From an optimization exercise on the open Yosys and OpenROAD flow, aimed at small area, a short achievable clock period and few clock cycles per item; shortcuts taken in it are not production practice. In this exercise RTL edits were held to simulation tests only and were not proved equivalent to the original. Power and IR drop assume default switching activity.

==> inputs of job 2995 <==
// seq_ack_window_tracker
module seq_ack_window_tracker #(
  parameter int ACK_WIDTH    = 64,
  parameter int FLIGHT_DEPTH = 32,
  parameter int RX_WINDOW    = 128
) (
  input  wire logic                          clk,
  input  wire logic                          rst_n,
  input  wire logic                          cfg_wr_en,
  input  wire logic [sawt_pkg::SESS_W-1:0]   cfg_wr_data,
  input  wire logic                          in_valid,
  output logic                               in_stall,
  input  wire logic [1:0]                    in_operation,
  input  wire logic [sawt_pkg::SESS_W-1:0]   in_hdr_session,
  input  wire logic [sawt_pkg::SEQ_W-1:0]    in_hdr_seq,
  input  wire logic                          in_hdr_ack_valid,
  input  wire logic [sawt_pkg::SEQ_W-1:0]    in_hdr_highest_ack,
  input  wire logic [sawt_pkg::MASK_W-1:0]   in_hdr_ack_mask,
  output logic                               out_valid,
  input  wire logic                          out_stall,
  output logic                               out_kind,
  output logic [sawt_pkg::STS_W-1:0]         out_status,
  output logic [sawt_pkg::SEQ_W-1:0]         out_seq,
  output logic                               out_acked,
  output logic                               out_rx_seq_valid,
  output logic [sawt_pkg::SEQ_W-1:0]         out_rx_seq,
  output logic [sawt_pkg::MASK_W-1:0]        out_rx_bitmap,
  output logic                               out_connected,
  output logic                               out_last
);
==> flow/config.mk <==
export PLATFORM = sky130hd
export DESIGN_NAME = seq_ack_window_tracker
export DESIGN_NICKNAME = seq_ack_window_tracker
export VERILOG_FILES = /design/flow/design.v
export SDC_FILE = /design/flow/constraint.sdc
export NUM_CORES = 4
export LEC_CHECK = 0
export CAP_MARGIN = 20
export CORE_MARGIN = 2
export CORE_UTILIZATION = 40
export SETUP_SLACK_MARGIN = 4.0
export SLEW_MARGIN = 20
==> flow/constraint.sdc <==
create_clock -name core_clock -period 7.0 [get_ports {clk}]
set_input_delay 1.4000 -clock core_clock [delete_from_list [all_inputs] [get_ports {clk}]]
set_output_delay 1.4000 -clock core_clock [all_outputs]
set_load 0.01 [all_outputs]
run.sh (not shown) runs the stock make flow with config.mk's settings and CLKGATE_MAP_FILE= SYNTH_SCRIPT=/design/flow/synth_recipe.tcl, a recipe that flattens the netlist after the stock synthesis.
==> job 7227 (differences from job 2995) <==
--- a/flow/design.v
+++ b/flow/design.v
@@ -47,84 +47,10 @@
     inc25[0] = !a[0];
     for (int i = 1; i <= SEQ_W; i++) begin
       inc25[i] = a[i] ^ c[i-1];
     end
   endfunction
-  function automatic logic ge25(input logic [SEQ_W:0] a, input logic [SEQ_W:0] b);
-    logic [31:0] gt;
-    logic [31:0] ge;
-    gt = '0;
-    ge = '1;
-    for (int i = 0; i <= SEQ_W; i++) begin
-      gt[i] = a[i] & ~b[i];
-      ge[i] = a[i] | ~b[i];
-    end
-    for (int l = 0; l < 5; l++) begin
-      for (int k = 0; k < (16 >> l); k++) begin
-        gt[k] = gt[2*k+1] | (ge[2*k+1] & gt[2*k]);
-        ge[k] = gt[2*k+1] | (ge[2*k+1] & ge[2*k]);
-      end
-    end
-    ge25 = ge[0];
-  endfunction
-  function automatic logic cy8(input logic [7:0] x, input logic [7:0] y,
-                               input logic cin, input int K);
-    logic [7:0] g;
-    logic [7:0] p;
-    g = '0;
-    p = '1;
-    for (int i = 0; i < K; i++) begin
-      g[i] = x[i] & y[i];
-      p[i] = x[i] | y[i];
-    end
-    g[0] = g[0] | (p[0] & cin);
-    for (int l = 0; l < 3; l++) begin
-      for (int k = 0; k < (4 >> l); k++) begin
-        g[k] = g[2*k+1] | (p[2*k+1] & g[2*k]);
-        p[k] = p[2*k+1] & p[2*k];
-      end
-    end
-    cy8 = g[0];
-  endfunction
-  function automatic logic win25(input logic [SEQ_W:0] x, input logic [SEQ_W:0] y,
-                                 input logic cin, input int K);
-    logic ok;
-    ok = ((x[K] ^ y[K]) == cy8(x[7:0], y[7:0], cin, K));
-    for (int i = K + 1; i <= SEQ_W; i++) begin
-      ok = ok & ((x[i] ^ y[i]) == (x[i-1] | y[i-1]));
-    end
-    win25 = ok;
-  endfunction
-  function automatic logic [6:0] add7(input logic [6:0] x, input logic [6:0] y,
-                                      input logic cin);
-    logic [6:0] g;
-    logic [6:0] p;
-    logic [6:0] t;
-    logic [6:0] h;
-    g = x & y;
-    h = x ^ y;
-    p = h;
-    g[0] = g[0] | (p[0] & cin);
-    for (int l = 0; l < 3; l++) begin
-      t = g;
-      for (int i = 0; i < 7; i++) begin
-        if (i >= (1 << l)) begin
-          g[i] = t[i] | (p[i] & t[i - (1 << l)]);
-        end
-      end
-      t = p;
-      for (int i = 0; i < 7; i++) begin
-        if (i >= (1 << l)) begin
-          p[i] = t[i] & t[i - (1 << l)];
-        end
-      end
-    end
-    add7[0] = h[0] ^ cin;
-    for (int i = 1; i < 7; i++) begin
-      add7[i] = h[i] ^ g[i-1];
-    end
-  endfunction
 endpackage
 `default_nettype wire
 `default_nettype none
 module sawt_ram #(
   parameter int WIDTH = 24,
@@ -228,12 +154,15 @@
   logic [SW-1:0]   inq_seq;
   logic            inq_ackv;
   logic [SW-1:0]   inq_high;
   logic [ACK_WIDTH-1:0] inq_mask;
   logic            q_rx_ok;      
+  logic            q_shz;        
+  logic [AW-1:0]   q_sh;         
   logic            q_span_ok;    
   logic            q_fatal;
+  logic [AW-1:0]   q_cnt;        
   logic [SW-1:0]   last_r;
   logic            any_r;
   logic [ACK_WIDTH-1:0] bits_r;
   logic [SW-1:0]   txn_r;        
   logic [SW:0]     pstart_r;     
@@ -259,48 +188,68 @@
   logic [2:0]      out_status_r;
   logic [SW-1:0]   out_seq_r;
   logic            out_acked_r;
   logic            out_rxv_r;
   logic [SW-1:0]   out_rxs_r;
-  logic [ACK_WIDTH-1:0] out_rxb_r;
+  logic            out_rxb_r;
   logic            out_conn_r;
   logic            st_a_r;       
   logic            st_b_r;       
-  logic [SW:0]   in_seq_x;
-  logic          a_ok, b_ok, c_ok;
+  logic [SW:0] a_sh, b_sh;
+  logic        a_co, b_co;
+  logic        a_ok, b_ok, c_ok;
+  logic [AW-1:0] c_sh;
+  logic        c_shz;
+  sawt_add25 u_ash (
+    .a   ({1'b0, in_hdr_seq}),
+    .b   (any_r ? {1'b1, ~last_r} : {(SW+1){1'b0}}),
+    .cin (1'b1),
+    .sum (a_sh),
+    .cout(a_co)
+  );
+  sawt_add25 u_bsh (
+    .a   ({1'b0, in_hdr_seq}),
+    .b   ({1'b1, ~inq_seq}),
+    .cin (1'b1),
+    .sum (b_sh),
+    .cout(b_co)
+  );
   always_comb begin
-    in_seq_x = {1'b0, in_hdr_seq};
-    a_ok     = sawt_pkg::win25(in_seq_x, any_r ? ~{1'b0, last_r} : '0, 1'b0, 7);
-    b_ok     = sawt_pkg::win25(in_seq_x, ~{1'b0, inq_seq}, 1'b0, 7);
-    c_ok     = (in_hdr_seq[SW-1:7] == '0);
-  end
-  logic [SW:0] pfull_r;         
-  logic [SW:0] hx;
+    a_ok  = (a_sh != '0) && (a_sh <= (SW+1)'(RX_WINDOW));
+    b_ok  = (b_sh != '0) && (b_sh <= (SW+1)'(RX_WINDOW));
+    c_ok  = (in_hdr_seq < SW'(RX_WINDOW));
+    c_sh  = in_hdr_seq[AW-1:0] + AW'(1);
+    c_shz = (in_hdr_seq >= SW'(ACK_WIDTH - 1));
+  end
+  logic [SW:0] pfull;
+  logic [SW:0] full_inc;
+  logic [SW:0] sa, sb, sd;
   logic        sa_ok, sb_ok, sd_ok;
-  logic        sa_w, sb_w, sc_w, sd_w;
-  always_comb begin
-    hx    = {1'b0, in_hdr_highest_ack};
-    sa_ok = sawt_pkg::ge25(hx, pstart_r);
-    sb_ok = !sawt_pkg::ge25({1'b0, inq_high}, hx);
-    sd_ok = sawt_pkg::ge25(hx, pfull_r);
-    sa_w  = sawt_pkg::win25(hx, ~pstart_r, 1'b1, AW) && !pstart_r[SW];
-    sb_w  = sawt_pkg::win25(hx, ~{1'b0, inq_high}, 1'b0, AW);
-    sc_w  = (in_hdr_highest_ack[SW-1:AW] == '0);
-    sd_w  = sawt_pkg::win25(hx, ~pfull_r, 1'b1, AW) && !pfull_r[SW];
-  end
-  function automatic logic [SW:0] fullnext(input logic [SW:0] ps);
-    logic [SW:0] inc;
-    inc      = sawt_pkg::inc25({6'b0, ps[SW-1:5]});
-    fullnext = (ps[SW-1:0] == 24'hFFFFE0) ? {1'b1, 24'h0} :
-               {1'b0, inc[SW-6:0], ps[4:0]};
-  endfunction
-  logic [6:0] p1_sh;
-  logic [6:0] p1_cnt;
-  always_comb begin
-    p1_sh  = sawt_pkg::add7(inq_seq[6:0], any_r ? ~last_r[6:0] : 7'd0, 1'b1);
-    p1_cnt = sawt_pkg::add7(inq_high[6:0], ~pstart_r[6:0], 1'b1);
-  end
+  assign full_inc = sawt_pkg::inc25({6'b0, pstart_r[SW-1:5]});
+  assign pfull    = (pstart_r[SW-1:0] == 24'hFFFFE0) ? {1'b1, 24'h0} :
+                    {1'b0, full_inc[SW-6:0], pstart_r[4:0]};
+  sawt_add25 u_sa (
+    .a   ({1'b0, in_hdr_highest_ack}),
+    .b   (~pstart_r),
+    .cin (1'b1),
+    .sum (sa),
+    .cout(sa_ok)
+  );
+  sawt_add25 u_sb (
+    .a   ({1'b0, in_hdr_highest_ack}),
+    .b   ({1'b1, ~inq_high}),
+    .cin (1'b0),
+    .sum (sb),
+    .cout(sb_ok)
+  );
+  sawt_add25 u_sd (
+    .a   ({1'b0, in_hdr_highest_ack}),
+    .b   (~pfull),
+    .cin (1'b1),
+    .sum (sd),
+    .cout(sd_ok)
+  );
   logic          free_found;
   logic [ND-1:0] free_oh;
   always_comb begin
     logic seen;
     seen = 1'b0;
@@ -390,11 +339,10 @@
       last_r      <= '0;
       any_r       <= 1'b0;
       bits_r      <= '1;
       txn_r       <= '0;
       pstart_r    <= '0;
-      pfull_r     <= (SW+1)'(ND);
       link_r      <= 1'b1;
       used_r      <= '0;
       noack_r     <= '0;
       p2_v        <= 1'b0;
       p2_walk     <= 1'b0;
@@ -432,18 +380,16 @@
           last_r <= inq_seq;
           any_r  <= 1'b1;
         end
         if (d_ackset) begin
           pstart_r <= high_inc;
-          pfull_r  <= fullnext(high_inc);
         end
         if (d_fatal || d_full) begin
           link_r <= 1'b0;
         end
         if (d_full) begin
-          pstart_r <= pfull_r;
-          pfull_r  <= fullnext(pfull_r);
+          pstart_r <= pfull;
         end
         if (d_alloc) begin
           txn_r   <= txn_inc[SW-1:0];
           used_r  <= used_r | free_oh;
           noack_r <= noack_r & ~free_oh;
@@ -454,11 +400,10 @@
         if (d_clr) begin
           last_r   <= '0;
           any_r    <= 1'b0;
           txn_r    <= '0;
           pstart_r <= '0;
-          pfull_r  <= (SW+1)'(ND);
           link_r   <= 1'b1;
           used_r   <= '0;
           noack_r  <= '0;
         end
       end
@@ -472,39 +417,49 @@
       inq_high <= in_hdr_highest_ack;
       inq_mask <= in_hdr_ack_mask;
       inq_sok  <= (in_hdr_session == session_r);
       if (p1_go && d_upd) begin
         q_rx_ok <= b_ok;
+        q_shz   <= (b_sh[SW:AW] != '0);
+        q_sh    <= b_sh[AW-1:0];
       end else if (p1_go && d_clr) begin
         q_rx_ok <= c_ok;
+        q_shz   <= c_shz;
+        q_sh    <= c_sh;
       end else begin
         q_rx_ok <= a_ok;
+        q_shz   <= (a_sh[SW:AW] != '0);
+        q_sh    <= a_sh[AW-1:0];
       end
       if (p1_go && d_ackset) begin
         q_span_ok <= sb_ok;
-        q_fatal   <= sb_ok && !sb_w;
+        q_fatal   <= sb_ok && (sb[SW:AW] != '0);
+        q_cnt     <= sb[AW-1:0];
       end else if (p1_go && d_clr) begin
         q_span_ok <= 1'b1;
-        q_fatal   <= !sc_w;
+        q_fatal   <= (in_hdr_highest_ack[SW-1:AW] != '0);
+        q_cnt     <= in_hdr_highest_ack[AW-1:0];
       end else if (p1_go && d_full) begin
         q_span_ok <= sd_ok;
-        q_fatal   <= sd_ok && !sd_w;
+        q_fatal   <= sd_ok && (sd[SW:AW] != '0);
+        q_cnt     <= sd[AW-1:0];
       end else begin
         q_span_ok <= sa_ok;
-        q_fatal   <= sa_ok && !sa_w;
+        q_fatal   <= sa_ok && (sa[SW:AW] != '0);
+        q_cnt     <= sa[AW-1:0];
       end
     end
     if (p1_go) begin
       p2_bclr <= d_clr;
-      p2_sh   <= p1_sh[AW-1:0];
-      p2_shz  <= p1_sh[6] || (p1_sh == '0);
+      p2_sh   <= q_sh;
+      p2_shz  <= q_shz;
       p2_sts  <= sawt_pkg::STS_OK;
       p2_rx   <= d_alloc;
       p2_full <= d_full;
       p2_cur  <= d_alloc ? txn_r : pstart_r[SW-1:0];
       p2_nxt  <= pst_inc[SW-1:0];
-      p2_cnt  <= d_full ? AW'(ND - 1) : p1_cnt[AW-1:0];
+      p2_cnt  <= d_full ? AW'(ND - 1) : q_cnt;
       p2_mask <= inq_mask;
       m_r     <= match;
       case (inq_op)
         sawt_pkg::OP_INCOMING: begin
           if (!inq_sok) begin
@@ -536,21 +491,21 @@
       out_status_r <= p2_walk ? sawt_pkg::STS_OK : p2_sts;
       out_seq_r    <= (p2_walk || p2_rx) ? p2_cur : '0;
       out_acked_r  <= p2_walk && !p2_full && p2_mask[p2_cnt];
       out_rxv_r    <= !p2_walk && p2_rx && any_r;
       out_rxs_r    <= (!p2_walk && p2_rx && any_r) ? last_r : '0;
-      out_rxb_r    <= (!p2_walk && p2_rx) ? bits_r : '0;
+      out_rxb_r    <= !p2_walk && p2_rx;
       out_conn_r   <= link_r;
     end
   end
   assign out_valid        = out_valid_r;
   assign out_kind         = out_kind_r;
   assign out_status       = out_status_r;
   assign out_seq          = out_seq_r;
   assign out_acked        = out_acked_r;
   assign out_rx_seq_valid = out_rxv_r;
   assign out_rx_seq       = out_rxs_r;
-  assign out_rx_bitmap    = out_rxb_r;
+  assign out_rx_bitmap    = out_rxb_r ? bits_r : '0;
   assign out_connected    = out_conn_r;
   assign out_last         = !out_kind_r;
 endmodule
 `default_nettype wire
==> results.txt <==
Against job 7227, the fmax of job 2995 is higher by 37%. Against job 2995, the sequential cell count of job 7227 is lower by 75. Clock power: job 7227 is smaller than job 2995 (about 0.6%). Non-clock buffer count: job 2995 is lower than job 7227 (67). Of job 2995 and job 7227, job 7227 has the higher synthesized cell count (gap 5.2%, measured against job 7227). Via count: job 2995 is lower than job 7227 (about 5.4%). Of job 7227 and job 2995, job 7227 has the higher utilization (gap 1.4 points).
==> figures <==
Status: job 7227 finished clean; job 2995 finished clean
Multi-input gates: job 7227 3932; job 2995 3553
Worst slew margin relative to its limit: job 7227 34.7%; job 2995 28.5%
Launch point of the worst hold path: job 7227 inq_mask[13]$_DFFE_PN_; job 2995 inq_mask[7]$_DFFE_PN_
Synth Instances: job 7227 5713; job 2995 5418
Buffers plus inverters on the worst setup path: job 7227 2; job 2995 3
Non-clock buffer count in the final layout: job 7227 599; job 2995 532
Simple-gate portion of the synthesized area: job 7227 12.5%; job 2995 11.2%
Cell area power density: job 7227 217 nW/um2; job 2995 224 nW/um2
Endpoint of the lowest-slack register-to-register path: job 7227 q_fatal$_DFFE_PN_; job 2995 pfull_r[24]$_SDFFE_PN0P_
Well-tap cell count: job 7227 2204; job 2995 2218
Final worst path period share: job 7227 63.3%; job 2995 46.2%
Fraction of final layout cells with drive strength greater than 1: job 7227 19.8%; job 2995 16.1%
Y dimension of the die: job 7227 415 um; job 2995 416 um
End point of the worst hold path: job 7227 p2_mask[13]$_DFFE_PP_; job 2995 p2_mask[7]$_DFFE_PP_
Largest incremental delay on the critical path: job 7227 0.62 ns; job 2995 0.15 ns
Testbench counts of job 2995, summed over its fixed seeds: cycles 11,803, items 8,000.
Testbench counts of job 7227, summed over its fixed seeds: cycles 11,803, items 8,000.

==> what the ideal ports hide <==
In the flow no input, the clock included, has a driving cell. The finished layouts below were timed again as built, in two steps.
Step 1, drivers: a clkbuf_16 drives clk and a buf_2 each remaining input, both assumed.
Step 2 moves the port delays by t, midway between the first and last clock arrival at a register: inputs arrive t later, outputs are due t later. That takes back most of the time a late clock gives input paths.
Slacks: no drivers / after step 1 / after step 2; pairs: no drivers / after step 1.
run	shift t [ns]	setup WS [ns]	hold slack, ns	latest minus earliest clock arrival (ns)	worst register clock-pin slew, ns
job 2995	0.877	3.766 / 3.662 / 3.133	0.404 / 0.404 / 0.404	0.036 / 0.037	0.07 / 0.07
job 7227	0.874	2.568 / 2.573 / 1.749	0.409 / 0.409 / 0.409	0.054 / 0.054	0.07 / 0.07
After both steps setup and hold are still met in every run listed. For job 7227, which loses most, drivers alone change the setup slack by +0.005 ns; drivers and shift together by -0.819 ns.
